From an optimization exercise on the open Yosys and OpenROAD flow, aimed at small area, a short achievable clock period and few clock cycles per item; shortcuts taken in it are not production practice.
Power and IR drop assume default switching activity.

==> flow/design.v <==
`default_nettype none
package ekf_pkg;
  typedef enum logic [2:0] {
    STAGE_IDLE = 3'd0,
    STAGE_PRD  = 3'd1,
    STAGE_NEW  = 3'd2,
    STAGE_UPD  = 3'd3
  } stage_e;
  typedef logic signed [32-1:0] data_t;
  typedef logic [31:0] plb_addr_t;
  typedef logic [10-1:0] lm_idx_t;
endpackage
`default_nettype wire
`timescale 1ns/1ps
`default_nettype none
module ekf_frontend_top (
  input  wire                clk,
  input  wire                sys_rst,
  input  wire                ekf_pkg::stage_e i_stage_val,
  output logic               o_stage_rdy,
  input  wire                ekf_pkg::lm_idx_t i_l_k,
  input  wire                ekf_pkg::data_t i_rk,
  input  wire                ekf_pkg::data_t i_phi,
  output logic               o_plb_en,
  output logic               o_plb_we,
  output ekf_pkg::plb_addr_t o_plb_addr,
  output ekf_pkg::data_t     o_plb_din,
  input  wire                ekf_pkg::data_t i_plb_dout,
  output logic               o_init_predict,
  output logic               o_init_newlm,
  output logic               o_init_update,
  output ekf_pkg::data_t     o_xk,
  output ekf_pkg::data_t     o_yk,
  output ekf_pkg::data_t     o_xita,
  output ekf_pkg::data_t     o_lkx,
  output ekf_pkg::data_t     o_lky,
  input  wire                i_done_predict,
  input  wire                i_done_newlm,
  input  wire                i_done_update,
  input  wire                ekf_pkg::data_t i_result_0,
  input  wire                ekf_pkg::data_t i_result_1,
  input  wire                ekf_pkg::data_t i_result_2,
  input  wire                ekf_pkg::data_t i_result_3,
  input  wire                ekf_pkg::data_t i_result_4,
  input  wire                ekf_pkg::data_t i_result_5
);
  localparam logic [12:0] J = 13'd4096;
  localparam int C_AEN  = 0;    
  localparam int C_BW   = 1;    
  localparam int C_INV  = 2;    
  localparam int C_WR0  = 3;    
  localparam int C_WR1  = 4;    
  localparam int C_WR2  = 5;    
  localparam int C_M01  = 6;    
  localparam int C_M02  = 7;    
  localparam int C_MRK  = 8;    
  localparam int C_MPHI = 9;    
  localparam int C_M10  = 10;   
  localparam int C_M34  = 11;   
  localparam int C_M43  = 12;   
  localparam int C_M32  = 13;   
  localparam int C_LAST = 14;
  localparam int CW     = 15;
  logic          rdy_q;
  logic [1:0]    kind_q;
  logic [6:1]    ph_q;          
  logic          wait_q;        
  logic          wr_q;          
  logic [3:0]    n_q;           
  logic [CW-1:0] ctl_q;
  logic          en_q, we_q;
  logic [12:0]   addr_q;
  logic          ini_p_q, ini_n_q, ini_u_q;
  logic          wt_p_q, wt_n_q, wt_u_q;   
  logic [31:0]   r0, r1, r2, r3, r4, wd;
  logic          acc, done_hit;
  logic [12:0]   lm;
  assign acc = rdy_q & ~i_stage_val[2] & (i_stage_val[1] | i_stage_val[0]);
  assign done_hit = (wt_p_q & i_done_predict) | (wt_n_q & i_done_newlm) |
                    (wt_u_q & i_done_update);
  assign lm = 13'd3 + {2'b00, i_l_k, 1'b0};
  function automatic logic [CW-1:0] ctl_of(input logic [1:0] kind, input logic [3:0] c);
    logic [CW-1:0] t;
    t = '0;
    case (kind)
      2'd1: case (c)
        4'd1: begin t[C_AEN] = 1; t[C_BW] = 1; t[C_M01] = 1; end             
        4'd2: begin t[C_AEN] = 1; t[C_M02] = 1; t[C_M34] = 1; t[C_M43] = 1; end  
        4'd3: begin t[C_AEN] = 1; t[C_M34] = 1; end                           
        4'd4: t[C_INV] = 1;                                                   
        default: t[C_LAST] = 1;
      endcase
      2'd2: case (c)
        4'd1: begin t[C_AEN] = 1; t[C_M01] = 1; t[C_M10] = 1; t[C_M34] = 1; end  
        4'd2: t[C_AEN] = 1;                                                   
        4'd3: t[C_WR0] = 1;                                                   
        4'd4: t[C_WR1] = 1;                                                   
        4'd5: t[C_BW] = 1;                                                    
        4'd6: t[C_WR2] = 1;                                                   
        default: t[C_LAST] = 1;
      endcase
      default: case (c)
        4'd1, 4'd3, 4'd5: begin t[C_BW] = 1; t[C_INV] = 1; end                
        4'd2: begin t[C_WR0] = 1; t[C_MRK] = 1; end                           
        4'd4: t[C_WR1] = 1;                                                   
        4'd6: begin t[C_INV] = 1; t[C_M34] = 1; end                           
        4'd7: begin t[C_AEN] = 1; t[C_INV] = 1; t[C_MPHI] = 1; t[C_M32] = 1; end  
        4'd8: begin t[C_AEN] = 1; t[C_INV] = 1; end                           
        default: t[C_LAST] = 1;
      endcase
    endcase
    ctl_of = t;
  endfunction
  function automatic logic [12:0] addr_of(input logic [1:0] kind, input logic [3:0] c,
                                          input logic [12:0] lmw);
    logic [12:0] a;
    a = J;
    case (kind)
      2'd1: case (c)
        4'd0: a = J + 13'd1;
        4'd1: a = J + 13'd1;
        4'd2: a = 13'd0;
        4'd3: a = 13'd1;
        4'd4: a = 13'd2;
        default: a = J;
      endcase
      2'd2: case (c)
        4'd0: a = J;
        4'd1: a = J + 13'd2;
        4'd2: a = lmw;
        4'd3: a = lmw + 13'd1;
        4'd4: a = J + 13'd3;
        4'd5: a = J + 13'd1;
        4'd6: a = J + 13'd5;
        default: a = J + 13'd4;
      endcase
      default: case (c)
        4'd0: a = J + 13'd2;
        4'd1: a = J + 13'd4;
        4'd2: a = J;
        4'd3: a = J + 13'd7;
        4'd4: a = J + 13'd3;
        4'd5: a = J + 13'd5;
        4'd6: a = J + 13'd1;
        4'd7: a = J + 13'd6;
        4'd8: a = J + 13'd8;
        default: a = J + 13'd9;
      endcase
    endcase
    addr_of = a;
  endfunction
  always_ff @(posedge clk) begin
    if (rdy_q) begin
      kind_q <= i_stage_val[1:0];
    end
  end
  always_ff @(posedge clk) begin
    if (rdy_q) begin
      addr_q <= 13'd0;
    end else if (wait_q) begin
      addr_q <= addr_of(kind_q, done_hit ? 4'd1 : 4'd0, lm);
      ctl_q  <= ctl_of(kind_q, 4'd1);
      n_q    <= 4'd2;
    end else if (wr_q) begin
      addr_q <= addr_of(kind_q, n_q, lm);
      ctl_q  <= ctl_of(kind_q, n_q);
      n_q    <= n_q + 4'd1;
    end else begin
      case (1'b1)
        ph_q[1]: addr_q <= 13'd1;
        ph_q[2]: addr_q <= 13'd2;
        ph_q[3]: addr_q <= lm;
        ph_q[4]: addr_q <= lm + 13'd1;
        default: ;
      endcase
    end
  end
  always_ff @(posedge clk) begin
    if (sys_rst) begin
      rdy_q   <= 1'b1;
      ph_q    <= '0;
      wait_q  <= 1'b0;
      wr_q    <= 1'b0;
      en_q    <= 1'b0;
      we_q    <= 1'b0;
      ini_p_q <= 1'b0;
      ini_n_q <= 1'b0;
      ini_u_q <= 1'b0;
      wt_p_q  <= 1'b0;
      wt_n_q  <= 1'b0;
      wt_u_q  <= 1'b0;
    end else begin
      ph_q    <= {ph_q[5:1], acc};
      ini_p_q <= ph_q[5] & (kind_q == 2'd1);
      ini_n_q <= ph_q[5] & (kind_q == 2'd2);
      ini_u_q <= ph_q[5] & (kind_q == 2'd3);
      if (acc) rdy_q <= 1'b0;
      if (acc | ph_q[1] | ph_q[2] | ph_q[3] | ph_q[4]) begin
        en_q <= 1'b1;
      end else if (!wr_q) begin
        en_q <= 1'b0;
      end
      if (ph_q[5]) begin
        wait_q <= 1'b1;
        wt_p_q <= (kind_q == 2'd1);
        wt_n_q <= (kind_q == 2'd2);
        wt_u_q <= (kind_q == 2'd3);
      end else if (done_hit) begin
        wait_q <= 1'b0;
        wt_p_q <= 1'b0;
        wt_n_q <= 1'b0;
        wt_u_q <= 1'b0;
      end
      if (done_hit) begin
        wr_q <= 1'b1;
        en_q <= 1'b1;
        we_q <= 1'b1;
      end else if (wr_q && ctl_q[C_LAST]) begin
        wr_q  <= 1'b0;
        en_q  <= 1'b0;
        we_q  <= 1'b0;
        rdy_q <= 1'b1;
      end
    end
  end
  logic [31:0] opa, opb, sum;
  logic        mv;
  assign mv  = wr_q;
  assign opa = {32{ctl_q[C_AEN]}} & r0;
  assign opb = (ctl_q[C_BW] ? wd : r3) ^ {32{ctl_q[C_INV]}};
  assign sum = opa + opb + {31'd0, ctl_q[C_INV]};
  always_ff @(posedge clk) begin
    if (ph_q[2]) r0 <= i_plb_dout;
    else if (wait_q && kind_q != 2'd1) r0 <= i_result_3;
    else if (mv && ctl_q[C_M01]) r0 <= r1;
    else if (mv && ctl_q[C_M02]) r0 <= r2;
    else if (mv && ctl_q[C_MRK]) r0 <= i_rk;
    else if (mv && ctl_q[C_MPHI]) r0 <= i_phi;
    if (ph_q[3]) r1 <= i_plb_dout;
    else if (wait_q && kind_q == 2'd2) r1 <= i_result_2;
    else if (wait_q && kind_q == 2'd3) r1 <= i_result_5;
    else if (mv && ctl_q[C_M10]) r1 <= r0;
    if (ph_q[4]) r2 <= i_plb_dout;
    else if (wait_q && kind_q != 2'd1) r2 <= i_result_1;
    if (ph_q[5]) r3 <= i_plb_dout;
    else if (wait_q && kind_q == 2'd1) r3 <= i_result_3;
    else if (wait_q && kind_q == 2'd3) r3 <= i_result_2;
    else if (mv && ctl_q[C_M34]) r3 <= r4;
    else if (mv && ctl_q[C_M32]) r3 <= r2;
    if (ph_q[6]) r4 <= i_plb_dout;
    else if (wait_q && kind_q == 2'd1) r4 <= i_result_1;
    else if (wait_q && kind_q == 2'd3) r4 <= i_result_0;
    else if (mv && ctl_q[C_M43]) r4 <= r3;
    if (wait_q) begin
      case (kind_q)
        2'd1:    wd <= i_result_2;
        2'd2:    wd <= i_result_0;
        default: wd <= i_result_4;
      endcase
    end else if (ctl_q[C_WR0]) wd <= r0;
    else if (ctl_q[C_WR1]) wd <= r1;
    else if (ctl_q[C_WR2]) wd <= r2;
    else wd <= sum;
  end
  assign o_stage_rdy    = rdy_q;
  assign o_plb_en       = en_q | done_hit;
  assign o_plb_we       = we_q | done_hit;
  assign o_plb_addr     = {17'd0, addr_q, 2'b00};
  assign o_plb_din      = wait_q ? i_result_2 : wd;
  assign o_init_predict = ini_p_q;
  assign o_init_newlm   = ini_n_q;
  assign o_init_update  = ini_u_q;
  assign o_xk           = r0;
  assign o_yk           = r1;
  assign o_xita         = r2;
  assign o_lkx          = r3;
  assign o_lky          = i_plb_dout;
endmodule
`default_nettype wire
export LEC_CHECK = 0
export CAP_MARGIN = 20
export CORE_MARGIN = 2
export CORE_UTILIZATION = 45
export CTS_BUF_LIST = sky130_fd_sc_hd__clkbuf_4 sky130_fd_sc_hd__clkbuf_8
export SETUP_SLACK_MARGIN = 2.2
export SLEW_MARGIN = 20
create_clock -name core_clock -period 5.5 [get_ports {clk}]
standard.sh (not shown) runs the stock make flow with config.mk's settings and CLKGATE_MAP_FILE= SYNTH_SCRIPT=/design/flow/synth_recipe.tcl, a recipe that flattens the netlist after the stock synthesis.
==> flow/flow/run.sh <==
#!/bin/bash
# Standard layout, with the smallest plain buffer on every port instead of
# the default port buffer.
set -euo pipefail
export BUFFER_PORTS_ARGS="-buffer_cell sky130_fd_sc_hd__buf_1"
bash standard.sh > standard.log 2>&1
Rerun with:
--- a/flow/design.v
+++ b/flow/design.v
@@ -61,5 +61,6 @@
   localparam int C_M32  = 13;   
   localparam int C_LAST = 14;
-  localparam int CW     = 15;
+  localparam int C_SUM  = 15;   
+  localparam int CW     = 16;
   logic          rdy_q;
   logic [1:0]    kind_q;
@@ -73,5 +74,6 @@
   logic          ini_p_q, ini_n_q, ini_u_q;
   logic          wt_p_q, wt_n_q, wt_u_q;   
-  logic [31:0]   r0, r1, r2, r3, r4, wd;
+  logic [31:0]   r0, r1, r2, r3, r4, wd, ws;
+  logic          sum_q;         
   logic          acc, done_hit;
   logic [12:0]   lm;
@@ -96,5 +98,5 @@
         4'd3: t[C_WR0] = 1;                                                   
         4'd4: t[C_WR1] = 1;                                                   
-        4'd5: t[C_BW] = 1;                                                    
+        4'd5: ;                                                               
         4'd6: t[C_WR2] = 1;                                                   
         default: t[C_LAST] = 1;
@@ -110,4 +112,5 @@
       endcase
     endcase
+    t[C_SUM] = ~(t[C_WR0] | t[C_WR1] | t[C_WR2] | t[C_LAST] | (kind == 2'd2 && c == 4'd5));
     ctl_of = t;
   endfunction
@@ -252,4 +255,6 @@
     else if (wait_q && kind_q == 2'd3) r4 <= i_result_0;
     else if (mv && ctl_q[C_M43]) r4 <= r3;
+    ws <= sum;
+    sum_q <= ~wait_q & ctl_q[C_SUM];
     if (wait_q) begin
       case (kind_q)
@@ -261,5 +266,4 @@
     else if (ctl_q[C_WR1]) wd <= r1;
     else if (ctl_q[C_WR2]) wd <= r2;
-    else wd <= sum;
   end
   assign o_stage_rdy    = rdy_q;
@@ -267,5 +271,5 @@
   assign o_plb_we       = we_q | done_hit;
   assign o_plb_addr     = {17'd0, addr_q, 2'b00};
-  assign o_plb_din      = wait_q ? i_result_2 : wd;
+  assign o_plb_din      = wait_q ? i_result_2 : (sum_q ? ws : wd);
   assign o_init_predict = ini_p_q;
   assign o_init_newlm   = ini_n_q;
Outcome: Setup slack got worse by 0.022 ns. Combinational power climbs by 4.5%. Wire length climbs by 3.9%. Die area climbs by 6.7%. Power climbs by 9.0%. Count of clock-buffer cells in the layout climbs by 6. Non-clock buffer count drops by 5. Cell area climbs by 6.1%. Synthesized area climbs by 6.8%.
No functional check of the RTL was part of any run of this note.

==> separate check: timing with driven ports <==
The results above use ideal ports. As a check the final layouts listed here were re-extracted and re-timed, cells and wires unchanged. Step 1, drivers: a clkbuf_16 drives clk and a buf_2 each remaining input, both assumed. Step 2 adds t to the input delays and takes it off the output delays; t is the mean of the earliest and latest rising clock arrival at the registers after step 1. Input paths then give back, and output paths get back, about the clock's delay inside the block. a / b / c = ideal ports / drivers / drivers and shift; a / b = the first two.
run	t, ns	setup slack, ns	slew at the worst register clock pin (ns)	worst slew at a driven data input, ns
the first run	0.696	2.176 / 2.176 / 1.845	0.08 / 0.08	0.11
the second run	0.687	2.154 / 2.154 / 1.789	0.07 / 0.07	0.12
After both steps setup and hold are still met in every run listed. For the second run, which loses most, drivers alone change the setup slack by 0.000 ns; drivers and shift together by -0.365 ns.
